Background: an optimization exercise with open tools, aiming at small area and a short achievable clock period. Do not read the settings as production practice. RTL that was checked went through simulation tests only; none was proved equivalent to the original. Power is estimated from default activity; no workload was simulated.

## rev 12
==> flow/design.v <==
module fpu_ss_multi_scoreboard #(
    parameter int NB_CORES     = 2,
    parameter int NUM_REGS     = 32,
    parameter int CNT_W        = 2,
    parameter int MAX_INFLIGHT = 8,
    parameter int IN_ORDER_WB  = 1,
    localparam int CORE_W      = (NB_CORES > 1) ? $clog2(NB_CORES) : 1,
    localparam int REG_W       = $clog2(NUM_REGS),
    localparam int INF_W       = $clog2(MAX_INFLIGHT + 1)
) (
    input  logic                clk_i,
    input  logic                rst_ni,
    input  logic                disp_valid_i,
    output logic                disp_ready_o,
    input  logic [CORE_W-1:0]   disp_core_i,
    input  logic [3*REG_W-1:0]  disp_rs_i,
    input  logic [2:0]          disp_rs_use_i,
    input  logic [REG_W-1:0]    disp_rd_i,
    input  logic                disp_rd_fp_i,
    input  logic                fpu_wb_valid_i,
    input  logic [CORE_W-1:0]   fpu_wb_core_i,
    input  logic [REG_W-1:0]    fpu_wb_rd_i,
    input  logic                lsu_wb_valid_i,
    input  logic [CORE_W-1:0]   lsu_wb_core_i,
    input  logic [REG_W-1:0]    lsu_wb_rd_i,
    output logic [5:0]          fwd_sel_o,
    output logic [INF_W-1:0]    inflight_o,
    output logic                err_o
);
    localparam int NS    = MAX_INFLIGHT;
    localparam int TAG_W = CORE_W + REG_W;
    logic [TAG_W-1:0] tag_q [NS];
    logic [CNT_W-1:0] cnt_q [NS];
    logic [INF_W-1:0] inflight_q;
    logic             err_q;
    logic [NS-1:0]    live, one, full, core_m, rd_m, fpu_m, lsu_m;
    logic [2:0]       rs_fh, rs_lh, rs_nz, rs_one;
    logic [NS-1:0]    alloc, inc_s, fpu_s, lsu_s;
    logic [NS-1:0]    rs_m [3];
    logic [2:0]       raw_haz;
    logic [5:0]       fwd_sel;
    logic             hazard, inc, rd_hit, rd_full;
    logic             fpu_ok, lsu_ok, err_set;
    always_comb begin
        for (int s = 0; s < NS; s++) begin
            live[s]   = (cnt_q[s] != '0);
            one[s]    = (cnt_q[s] == CNT_W'(1));
            full[s]   = (cnt_q[s] == '1);
            core_m[s] = live[s] && (tag_q[s][REG_W +: CORE_W] == disp_core_i);
            rd_m[s]   = core_m[s] && (tag_q[s][REG_W-1:0] == disp_rd_i);
            fpu_m[s]  = fpu_wb_valid_i && live[s] && (tag_q[s] == {fpu_wb_core_i, fpu_wb_rd_i});
            lsu_m[s]  = lsu_wb_valid_i && live[s] && (tag_q[s] == {lsu_wb_core_i, lsu_wb_rd_i});
            for (int i = 0; i < 3; i++)
                rs_m[i][s] = core_m[s] && (tag_q[s][REG_W-1:0] == disp_rs_i[i*REG_W +: REG_W]);
        end
        for (int i = 0; i < 3; i++) begin
            rs_fh[i] = fpu_wb_valid_i && (fpu_wb_core_i == disp_core_i)
                    && (fpu_wb_rd_i == disp_rs_i[i*REG_W +: REG_W]);
            rs_lh[i] = lsu_wb_valid_i && (lsu_wb_core_i == disp_core_i)
                    && (lsu_wb_rd_i == disp_rs_i[i*REG_W +: REG_W]);
            rs_nz[i] = disp_rs_use_i[i] && (|rs_m[i]);
            rs_one[i] = |(rs_m[i] & one);
            raw_haz[i]       = rs_nz[i] && !(rs_one[i] && (rs_fh[i] ^ rs_lh[i]));
            fwd_sel[2*i]     = rs_nz[i] && rs_one[i] && rs_fh[i] && !rs_lh[i];
            fwd_sel[2*i + 1] = rs_nz[i] && rs_one[i] && rs_lh[i] && !rs_fh[i];
        end
    end
    always_comb begin
        rd_full  = |(rd_m & full);
        hazard   = (|raw_haz) || (disp_rd_fp_i && (rd_full || inflight_q[INF_W-1]));
        inc      = disp_valid_i && !hazard && disp_rd_fp_i;
        rd_hit   = |rd_m;
        fpu_ok    = |fpu_m;
        lsu_ok    = |(lsu_m & ~(fpu_m & one));
        err_set   = (fpu_wb_valid_i && !fpu_ok) || (lsu_wb_valid_i && !lsu_ok);
        for (int s = 0; s < NS; s++) begin
            alloc[s] = !live[s];
            for (int t = 0; t < s; t++)
                if (!live[t]) alloc[s] = 1'b0;
        end
        inc_s = {NS{inc}} & (rd_hit ? rd_m : alloc);
        fpu_s = fpu_m;
        lsu_s = {NS{lsu_ok}} & lsu_m;
    end
    assign disp_ready_o = !hazard;
    assign fwd_sel_o    = fwd_sel;
    assign inflight_o   = inflight_q;
    assign err_o        = err_q;
    always_ff @(posedge clk_i) begin
        for (int s = 0; s < NS; s++)
            if (!live[s])
                tag_q[s] <= {disp_core_i, disp_rd_i};
    end
    always_ff @(posedge clk_i or negedge rst_ni) begin
        if (!rst_ni) begin
            for (int s = 0; s < NS; s++)
                cnt_q[s] <= '0;
            inflight_q <= '0;
            err_q      <= 1'b0;
        end else begin
            for (int s = 0; s < NS; s++)
                cnt_q[s] <= cnt_q[s] + CNT_W'(inc_s[s]) - CNT_W'(fpu_s[s]) - CNT_W'(lsu_s[s]);
            inflight_q <= inflight_q + INF_W'(inc) - INF_W'(fpu_ok) - INF_W'(lsu_ok);
            if (err_set)
                err_q <= 1'b1;
        end
    end
endmodule
clock: 10.0 ns
lec_check: 0
cap_margin: 20
core_margin: 2
core_utilization: 60
cts_buf_list: sky130_fd_sc_hd__clkbuf_8
place_density: 0.75
setup_slack_margin: 3.9
slew_margin: 20
standard.sh (not shown) runs the stock make flow with config.mk's settings and CLKGATE_MAP_FILE= SYNTH_SCRIPT=/design/flow/synth_recipe.tcl, a recipe that flattens the netlist after the stock synthesis.
==> flow/flow/run.sh <==
#!/bin/bash
# The standard layout (standard.sh, ORFS synthesis to final), with the port
# buffers made as buf_4 cells instead of the resizer's default pick, a slow
# delay cell that the timing repair leaves in place on the port paths.
# The whole ORFS run's output goes to orfs_finish.log; ORFS also keeps each
# step's log under orfs/logs/.
set -euo pipefail
bash standard.sh "BUFFER_PORTS_ARGS=-buffer_cell sky130_fd_sc_hd__buf_4" finish > orfs_finish.log 2>&1
Rev 12 finished end to end and its layout was clean on timing, DRC and antenna.
Setup changes, rev 12 to rev 13
--- a/flow/design.v
+++ b/flow/design.v
@@ -36,14 +36,14 @@
     logic [NS-1:0]    live, one, full, core_m, rd_m, fpu_m, lsu_m;
     logic [2:0]       rs_fh, rs_lh, rs_nz, rs_one;
     logic [NS-1:0]    alloc, inc_s, fpu_s, lsu_s;
     logic [NS-1:0]    rs_m [3];
     logic [2:0]       raw_haz;
     logic [5:0]       fwd_sel;
-    logic             hazard, inc, rd_hit, rd_full;
-    logic             fpu_ok, lsu_ok, err_set;
+    logic             hazard, inc, rd_hit, rd_full, fpu_hit, fpu_multi, lsu_hit;
+    logic             same_tgt, fpu_ok, lsu_ok, err_set;
     always_comb begin
         for (int s = 0; s < NS; s++) begin
             live[s]   = (cnt_q[s] != '0);
             one[s]    = (cnt_q[s] == CNT_W'(1));
             full[s]   = (cnt_q[s] == '1);
             core_m[s] = live[s] && (tag_q[s][REG_W +: CORE_W] == disp_core_i);
@@ -67,14 +67,19 @@
     end
     always_comb begin
         rd_full  = |(rd_m & full);
         hazard   = (|raw_haz) || (disp_rd_fp_i && (rd_full || inflight_q[INF_W-1]));
         inc      = disp_valid_i && !hazard && disp_rd_fp_i;
         rd_hit   = |rd_m;
-        fpu_ok    = |fpu_m;
-        lsu_ok    = |(lsu_m & ~(fpu_m & one));
+        fpu_hit   = |fpu_m;
+        fpu_multi = |(fpu_m & ~one);
+        lsu_hit   = |lsu_m;
+        same_tgt  = fpu_wb_valid_i && lsu_wb_valid_i
+                 && (fpu_wb_core_i == lsu_wb_core_i) && (fpu_wb_rd_i == lsu_wb_rd_i);
+        fpu_ok    = fpu_hit;
+        lsu_ok    = same_tgt ? fpu_multi : lsu_hit;
         err_set   = (fpu_wb_valid_i && !fpu_ok) || (lsu_wb_valid_i && !lsu_ok);
         for (int s = 0; s < NS; s++) begin
             alloc[s] = !live[s];
             for (int t = 0; t < s; t++)
                 if (!live[t]) alloc[s] = 1'b0;
         end
[summary]
Cmp rev 13 vs rev 12: worst slack on hold paths lower in rev 13
Diff rev 12 and rev 13: area fraction in and, or, nand and nor cells after synthesis higher in rev 13
Max buffer and inverter count on the worst path across rev 12 and rev 13: rev 12
Changes observed in rev 13 relative to rev 12: synthesized area went up, core utilization went up, wire length went up.


## v6
Another version of the RTL of fpu_ss_multi_scoreboard (not shown whole).
Size: about 810 cells after synthesis, about 69 flip-flops.
==> module fpu_ss_multi_scoreboard, before the edit <==
module fpu_ss_multi_scoreboard #(
    parameter int NB_CORES     = 2,
    parameter int NUM_REGS     = 32,
    parameter int CNT_W        = 2,
    parameter int MAX_INFLIGHT = 8,
    parameter int IN_ORDER_WB  = 1,
    localparam int CORE_W      = (NB_CORES > 1) ? $clog2(NB_CORES) : 1,
    localparam int REG_W       = $clog2(NUM_REGS),
    localparam int INF_W       = $clog2(MAX_INFLIGHT + 1)
) (
    input  logic                clk_i,
    input  logic                rst_ni,
    input  logic                disp_valid_i,
    output logic                disp_ready_o,
    input  logic [CORE_W-1:0]   disp_core_i,
    input  logic [3*REG_W-1:0]  disp_rs_i,
    input  logic [2:0]          disp_rs_use_i,
    input  logic [REG_W-1:0]    disp_rd_i,
    input  logic                disp_rd_fp_i,
    input  logic                fpu_wb_valid_i,
    input  logic [CORE_W-1:0]   fpu_wb_core_i,
    input  logic [REG_W-1:0]    fpu_wb_rd_i,
    input  logic                lsu_wb_valid_i,
    input  logic [CORE_W-1:0]   lsu_wb_core_i,
    input  logic [REG_W-1:0]    lsu_wb_rd_i,
    output logic [5:0]          fwd_sel_o,
    output logic [INF_W-1:0]    inflight_o,
    output logic                err_o
);
    localparam int NS    = MAX_INFLIGHT;
    localparam int TAG_W = CORE_W + REG_W;
    logic [TAG_W-1:0] tag_q [NS];
    logic [CNT_W-1:0] cnt_q [NS];
    logic [INF_W-1:0] inflight_q;
    logic             err_q;
    logic [NS-1:0]    live, one, full, core_m, rd_m, fpu_m, lsu_m, fpu_fw, lsu_fw;
    logic [NS-1:0]    alloc, inc_s, fpu_s, lsu_s;
    logic [NS-1:0]    rs_m [3];
    logic [2:0]       raw_haz;
    logic [5:0]       fwd_sel;
    logic             hazard, inc, rd_hit, rd_full, fpu_hit, fpu_multi, lsu_hit;
    logic             same_tgt, fpu_ok, lsu_ok, err_set;
    always_comb begin
        for (int s = 0; s < NS; s++) begin
            live[s]   = (cnt_q[s] != '0);
            one[s]    = (cnt_q[s] == CNT_W'(1));
            full[s]   = (cnt_q[s] == '1);
            core_m[s] = live[s] && (tag_q[s][REG_W +: CORE_W] == disp_core_i);
            rd_m[s]   = core_m[s] && (tag_q[s][REG_W-1:0] == disp_rd_i);
            fpu_m[s]  = fpu_wb_valid_i && live[s] && (tag_q[s] == {fpu_wb_core_i, fpu_wb_rd_i});
            lsu_m[s]  = lsu_wb_valid_i && live[s] && (tag_q[s] == {lsu_wb_core_i, lsu_wb_rd_i});
            fpu_fw[s] = one[s] && fpu_m[s] && !lsu_m[s];
            lsu_fw[s] = one[s] && lsu_m[s] && !fpu_m[s];
            for (int i = 0; i < 3; i++)
                rs_m[i][s] = disp_rs_use_i[i] && core_m[s]
                          && (tag_q[s][REG_W-1:0] == disp_rs_i[i*REG_W +: REG_W]);
        end
        for (int i = 0; i < 3; i++) begin
            fwd_sel[2*i]     = |(rs_m[i] & fpu_fw);
            fwd_sel[2*i + 1] = |(rs_m[i] & lsu_fw);
            raw_haz[i]       = (|rs_m[i]) && !fwd_sel[2*i] && !fwd_sel[2*i + 1];
        end
    end
    always_comb begin
        rd_full  = |(rd_m & full);
        hazard   = (|raw_haz) || (disp_rd_fp_i && (rd_full || inflight_q[INF_W-1]));
        inc      = disp_valid_i && !hazard && disp_rd_fp_i;
        rd_hit   = |rd_m;
        fpu_hit   = |fpu_m;
        fpu_multi = |(fpu_m & ~one);
        lsu_hit   = |lsu_m;
        same_tgt  = fpu_wb_valid_i && lsu_wb_valid_i
                 && (fpu_wb_core_i == lsu_wb_core_i) && (fpu_wb_rd_i == lsu_wb_rd_i);
        fpu_ok    = fpu_hit;
        lsu_ok    = same_tgt ? fpu_multi : lsu_hit;
        err_set   = (fpu_wb_valid_i && !fpu_ok) || (lsu_wb_valid_i && !lsu_ok);
        for (int s = 0; s < NS; s++) begin
            alloc[s] = !live[s];
            for (int t = 0; t < s; t++)
                if (!live[t]) alloc[s] = 1'b0;
        end
        inc_s = {NS{inc}} & (rd_hit ? rd_m : alloc);
        fpu_s = fpu_m;
        lsu_s = {NS{lsu_ok}} & lsu_m;
    end
    assign disp_ready_o = !hazard;
    assign fwd_sel_o    = fwd_sel;
    assign inflight_o   = inflight_q;
    assign err_o        = err_q;
    always_ff @(posedge clk_i) begin
        for (int s = 0; s < NS; s++)
            if (!live[s])
                tag_q[s] <= {disp_core_i, disp_rd_i};
    end
    always_ff @(posedge clk_i or negedge rst_ni) begin
        if (!rst_ni) begin
            for (int s = 0; s < NS; s++)
                cnt_q[s] <= '0;
            inflight_q <= '0;
            err_q      <= 1'b0;
        end else begin
            for (int s = 0; s < NS; s++)
                cnt_q[s] <= cnt_q[s] + CNT_W'(inc_s[s]) - CNT_W'(fpu_s[s]) - CNT_W'(lsu_s[s]);
            inflight_q <= inflight_q + INF_W'(inc) - INF_W'(fpu_ok) - INF_W'(lsu_ok);
            if (err_set)
                err_q <= 1'b1;
        end
    end
endmodule
==> flow/config.mk <==
export PLATFORM = sky130hd
export DESIGN_NAME = fpu_ss_multi_scoreboard
export DESIGN_NICKNAME = fpu_ss_multi_scoreboard
export VERILOG_FILES = /design/flow/design.v
export SDC_FILE = /design/flow/constraint.sdc
export NUM_CORES = 4
export LEC_CHECK = 0
export CAP_MARGIN = 20
export CORE_MARGIN = 2
export CORE_UTILIZATION = 60
export CTS_BUF_LIST = sky130_fd_sc_hd__clkbuf_8
export PLACE_DENSITY = 0.75
export SETUP_SLACK_MARGIN = 3.75
export SLEW_MARGIN = 20
==> flow/constraint.sdc <==
create_clock -name core_clock -period 10.0 [get_ports {clk_i}]
set_input_delay 2.0000 -clock core_clock [delete_from_list [all_inputs] [get_ports {clk_i}]]
set_output_delay 2.0000 -clock core_clock [all_outputs]
set_load 0.01 [all_outputs]
==> flow/flow/run.sh <==
#!/bin/bash
# The standard layout, with the port buffers made as buf_4 cells instead of the
# resizer's default pick, so the ports do not start out behind slow delay cells.
set -euo pipefail
bash standard.sh "BUFFER_PORTS_ARGS=-buffer_cell sky130_fd_sc_hd__buf_4" ${EXTRA_VARS:-} finish > orfs_finish.log 2>&1
#### Input delta (v7 over v6)
diff --git a/flow/design.v b/flow/design.v
--- a/flow/design.v
+++ b/flow/design.v
@@ -31,11 +31,12 @@
     localparam int TAG_W = CORE_W + REG_W;
     logic [TAG_W-1:0] tag_q [NS];
     logic [CNT_W-1:0] cnt_q [NS];
     logic [INF_W-1:0] inflight_q;
     logic             err_q;
-    logic [NS-1:0]    live, one, full, core_m, rd_m, fpu_m, lsu_m, fpu_fw, lsu_fw;
+    logic [NS-1:0]    live, one, full, core_m, rd_m, fpu_m, lsu_m;
+    logic [2:0]       rs_fh, rs_lh, rs_one;
     logic [NS-1:0]    alloc, inc_s, fpu_s, lsu_s;
     logic [NS-1:0]    rs_m [3];
     logic [2:0]       raw_haz;
     logic [5:0]       fwd_sel;
     logic             hazard, inc, rd_hit, rd_full, fpu_hit, fpu_multi, lsu_hit;
@@ -47,20 +48,22 @@
             full[s]   = (cnt_q[s] == '1);
             core_m[s] = live[s] && (tag_q[s][REG_W +: CORE_W] == disp_core_i);
             rd_m[s]   = core_m[s] && (tag_q[s][REG_W-1:0] == disp_rd_i);
             fpu_m[s]  = fpu_wb_valid_i && live[s] && (tag_q[s] == {fpu_wb_core_i, fpu_wb_rd_i});
             lsu_m[s]  = lsu_wb_valid_i && live[s] && (tag_q[s] == {lsu_wb_core_i, lsu_wb_rd_i});
-            fpu_fw[s] = one[s] && fpu_m[s] && !lsu_m[s];
-            lsu_fw[s] = one[s] && lsu_m[s] && !fpu_m[s];
             for (int i = 0; i < 3; i++)
-                rs_m[i][s] = disp_rs_use_i[i] && core_m[s]
-                          && (tag_q[s][REG_W-1:0] == disp_rs_i[i*REG_W +: REG_W]);
+                rs_m[i][s] = core_m[s] && (tag_q[s][REG_W-1:0] == disp_rs_i[i*REG_W +: REG_W]);
         end
         for (int i = 0; i < 3; i++) begin
-            fwd_sel[2*i]     = |(rs_m[i] & fpu_fw);
-            fwd_sel[2*i + 1] = |(rs_m[i] & lsu_fw);
-            raw_haz[i]       = (|rs_m[i]) && !fwd_sel[2*i] && !fwd_sel[2*i + 1];
+            rs_fh[i] = fpu_wb_valid_i && (fpu_wb_core_i == disp_core_i)
+                    && (fpu_wb_rd_i == disp_rs_i[i*REG_W +: REG_W]);
+            rs_lh[i] = lsu_wb_valid_i && (lsu_wb_core_i == disp_core_i)
+                    && (lsu_wb_rd_i == disp_rs_i[i*REG_W +: REG_W]);
+            rs_one[i] = |(rs_m[i] & one);
+            raw_haz[i]       = disp_rs_use_i[i] && |(rs_m[i] & ~(one & {NS{rs_fh[i] ^ rs_lh[i]}}));
+            fwd_sel[2*i]     = disp_rs_use_i[i] && rs_one[i] && rs_fh[i] && !rs_lh[i];
+            fwd_sel[2*i + 1] = disp_rs_use_i[i] && rs_one[i] && rs_lh[i] && !rs_fh[i];
         end
     end
     always_comb begin
         rd_full  = |(rd_m & full);
         hazard   = (|raw_haz) || (disp_rd_fp_i && (rd_full || inflight_q[INF_W-1]));
Results
- On clock group share of total power, the higher figure sits with v7, not v6.
- The layout overhead on the synthesized area number comes out lower for v7 vs v6.
- In the flow results for v7 and v6, the detail-routed net length per standard cell is smaller on v7.
- v7 has completed all stages; timing, DRC and antenna checks passed.
- Going from v6 to v7, synthesized area rose by about 1.6%; mean number of vias per cell fell by 0.34; wire length fell by about 4.3%.
Function was not checked in any run of this note: the RTL went through the layout flow alone.

## separate check: timing with driven ports
The flow's constraints put no driver on any port. The routed layouts listed below were extracted and timed again, unchanged, in two steps.
Step 1 sets driving cells, clkbuf_16 on the clock port and buf_2 on the other inputs (assumed; they add their load-dependent delay and slew).
Step 2 moves the port delays by t, midway between the first and last clock arrival at a register: inputs arrive t later, outputs are due t later. That takes back most of the time a late clock gives input paths.
Three values: ideal ports, drivers, drivers and shift; two values: the first two.
run	t, ns	setup slack, ns	worst register clock-pin slew, ns
rev 12	0.394	3.979 / 3.954 / 3.954	0.07 / 0.07
rev 13	0.411	3.979 / 3.942 / 3.942	0.09 / 0.09
v6	0.387	3.761 / 3.737 / 3.737	0.08 / 0.08
v7	0.384	3.813 / 3.789 / 3.789	0.08 / 0.08
After both steps setup and hold are still met in every run listed. For rev 13, which loses most, drivers alone change the setup slack by -0.037 ns; drivers and shift together by -0.037 ns.
